This is an optimization exercise on Yosys and OpenROAD, whose aim is small area, a short achievable clock period and few clock cycles per item, not a production implementation. At most, simulation tests tie the RTL to the original design; equivalence was not proved. Power figures rest on the tool's default switching activity, not on a simulated workload.

before:
==> flow/design.v (excerpt) <==
module text_line_statistics_top #(
   parameter int COUNT_BITS = tls_pkg::COUNT_BITS_DEFAULT
) (
   input  wire logic                           clock,
   input  wire logic                           reset,
   input  wire logic                           req_tvalid,
   output logic                                req_tready,
   input  wire logic [tls_pkg::BYTE_BITS-1:0]  req_tdata,   
   input  wire logic                           req_tuser,   
   output logic                                rsp_tvalid,
   input  wire logic                           rsp_tready,
   output logic [tls_pkg::RSP_BITS-1:0]        rsp_tdata
);
   logic                    s1_data, s1_nl, s1_chr, s1_line, s1_empty, s1_eof;
   logic                    rsp_valid_ff;
   logic                    last, take;
   logic [COUNT_BITS-1:0]   file_bytes, file_lines, file_empty, width_min, width_max;
   logic [7*COUNT_BITS-1:0] words;
   assign take = rsp_valid_ff && rsp_tready;
   tls_in_stage u_in_stage (
      .clock    (clock),
      .reset    (reset),
      .in_valid (req_tvalid),
      .in_ready (req_tready),
      .in_data  (req_tdata),
      .in_eof   (req_tuser),
  ...
export LEC_CHECK = 0
export CAP_MARGIN = 20
export CORE_MARGIN = 2
export CORE_UTILIZATION = 55
export SETUP_SLACK_MARGIN = 1.45
export SLEW_MARGIN = 20
create_clock -name core_clock -period 3.5 [get_ports {clock}]
standard.sh (not shown) runs the stock make flow with config.mk's settings and CLKGATE_MAP_FILE= SYNTH_SCRIPT=/design/flow/synth_recipe.tcl, a recipe that flattens the netlist after the stock synthesis.
==> flow/flow/run.sh <==
#!/bin/bash
# Standard layout, with plain buf_1 cells as the port buffers and a clock tree of larger
# sink clusters without dummy loads.
set -euo pipefail
export BUFFER_PORTS_ARGS="-buffer_cell sky130_fd_sc_hd__buf_1"
export CTS_ARGS="-sink_clustering_enable -repair_clock_nets -dont_use_dummy_load -sink_clustering_size 24 -sink_clustering_max_diameter 80"
bash standard.sh > standard_flow.log 2>&1
Modified inputs, after compared to before
- a change of SETUP_SLACK_MARGIN from 1.45 to 1.6
Notes after the runs:
The higher longest individual stage delay on the worst path of before and after is in before.
Per the comparison of after with before, met3 layer wire length in the routed design went down; final cell count up 1.1%; met2 routing resource usage after global routing increased 1.7 points; met1 track demand over resource shows an increase of 1.4 points; count of vias placed by the detailed router increased by 94 relative to the old numbers.
Summary of after over before: combinational fraction of design power climbed 0.5 points, met3 track demand over resource in global routing barely changed.
Min core utilization across before and after: before
Compared with before, after degrades final area.
Clock group share of total power sits lower in after than in before.
Function was not checked in any run of this note: the RTL went through the layout flow alone.

---

Setup of quartz:
Another version of the RTL of text_line_statistics_top (not shown whole).
Size in the first run: roughly 1000 cells after synthesis, roughly 0.011 mm2 of cells after synthesis.
clock: 3.5 ns
lec_check: 0
cap_margin: 20
core_margin: 2
core_utilization: 40
setup_slack_margin: 1.45
slew_margin: 20
Scripts as last shown in full above: flow/flow/run.sh
Testbench counts of quartz, summed over its fixed seeds: cycles 102,685, items 100,653.
## Diff of input files: pepper against quartz
- a change of SETUP_SLACK_MARGIN from 1.45 to 1.3
[summary]
Looking at pepper and quartz, the net total in the final layout is a wash. Wire length after detailed routing: pepper vs quartz — no meaningful difference. Between pepper and quartz, the difference in utilization is negligible. Compared with quartz, in pepper fraction of standard cell area that is sequential higher; number of vias per cell after detailed routing has increased; data arrival at the endpoint of the critical path grew by 110 ps. pepper: peak clock frequency supported by timing 25 MHz below quartz. The clock network power share of quartz and that of pepper are within noise of each other.

---

Setup of main:
Starting RTL as in the previous note.
// text_line_statistics_top
module text_line_statistics_top #(
   parameter int COUNT_BITS = tls_pkg::COUNT_BITS_DEFAULT
) (
   input  wire logic                           clock,
   input  wire logic                           reset,
   input  wire logic                           req_tvalid,
   output logic                                req_tready,
   input  wire logic [tls_pkg::BYTE_BITS-1:0]  req_tdata,   
   input  wire logic                           req_tuser,   
   output logic                                rsp_tvalid,
   input  wire logic                           rsp_tready,
   output logic [tls_pkg::RSP_BITS-1:0]        rsp_tdata
);
export LEC_CHECK = 0
export CAP_MARGIN = 20
export CORE_MARGIN = 2
export CORE_UTILIZATION = 65
export SETUP_SLACK_MARGIN = 1.45
export SLEW_MARGIN = 20
create_clock -name core_clock -period 3.5 [get_ports {clock}]
Scripts as last shown in full above: flow/flow/run.sh
Testbench counts of main, summed over its fixed seeds: cycles 102,685, items 100,653.
> inputs changed (main -> the feature branch)
# main
export LEC_CHECK = 0
export CAP_MARGIN = 20
export CORE_MARGIN = 2
export CORE_UTILIZATION = 65
export SETUP_SLACK_MARGIN = 1.45
export SLEW_MARGIN = 20
create_clock -name core_clock -period 3.5 [get_ports {clock}]
# the feature branch
export LEC_CHECK = 0
export CAP_MARGIN = 20
export CORE_MARGIN = 2
export CORE_UTILIZATION = 40
export SETUP_SLACK_MARGIN = 1.6
export SLEW_MARGIN = 20
create_clock -name core_clock -period 3.5 [get_ports {clock}]
[summary]
Delta (the feature branch minus main): placer congestion estimate went down by 9.8%, fraction of area in clock buffers and inverters essentially unchanged, die width went up by 27%, cell-internal power climbed 1.4%, cell area +about 3%. Looking at power drawn by the combinational cells, the feature branch sits about 6% above main. On the feature branch: met1 routing resource usage after global routing is 12 points lower than what main gave. First-pass detailed-route iteration total delta for the feature branch relative to main: 2 higher. Higher area of the die was reported by the feature branch, not main. Cmp main and the feature branch / total power after layout / lower: main. Between main and the feature branch, total via count after detailed routing decreased.

## separate check: timing with driven ports
In the flow no input, the clock included, has a driving cell. The finished layouts below were timed again as built, in two steps.
Step 1 (the two cells are an assumption about what drives the block):
set clk [get_ports {clock}]
set_driving_cell -lib_cell sky130_fd_sc_hd__clkbuf_16 $clk
set_driving_cell -lib_cell sky130_fd_sc_hd__buf_2 [delete_from_list [all_inputs] $clk]
Step 2 times the ports against the registers' clock, not the clock port: input delays grow and output delays shrink by t, the midpoint of the rising clock arrivals with the driver on.
a / b / c = ideal ports / drivers / drivers and shift; a / b = the first two.
| run | t (ns) | slack for setup (ns) | pins driven straight from the clock port |
|---|---|---|---|
| before | 0.521 | 1.020 / 1.020 / 1.020 | 1 |
| after | 0.520 | 1.007 / 1.007 / 1.007 | 1 |
| quartz | 0.526 | 1.444 / 1.434 / 1.268 | 1 |
| pepper | 0.520 | 1.332 / 1.332 / 1.272 | 1 |
| main | 0.508 | 1.399 / 1.399 / 1.171 | 1 |
| the feature branch | 0.520 | 1.447 / 1.447 / 1.298 | 1 |
After both steps every run listed still meets setup and hold. The setup slack of main, which loses most, moves by 0.000 ns with the drivers and by -0.228 ns with both steps.
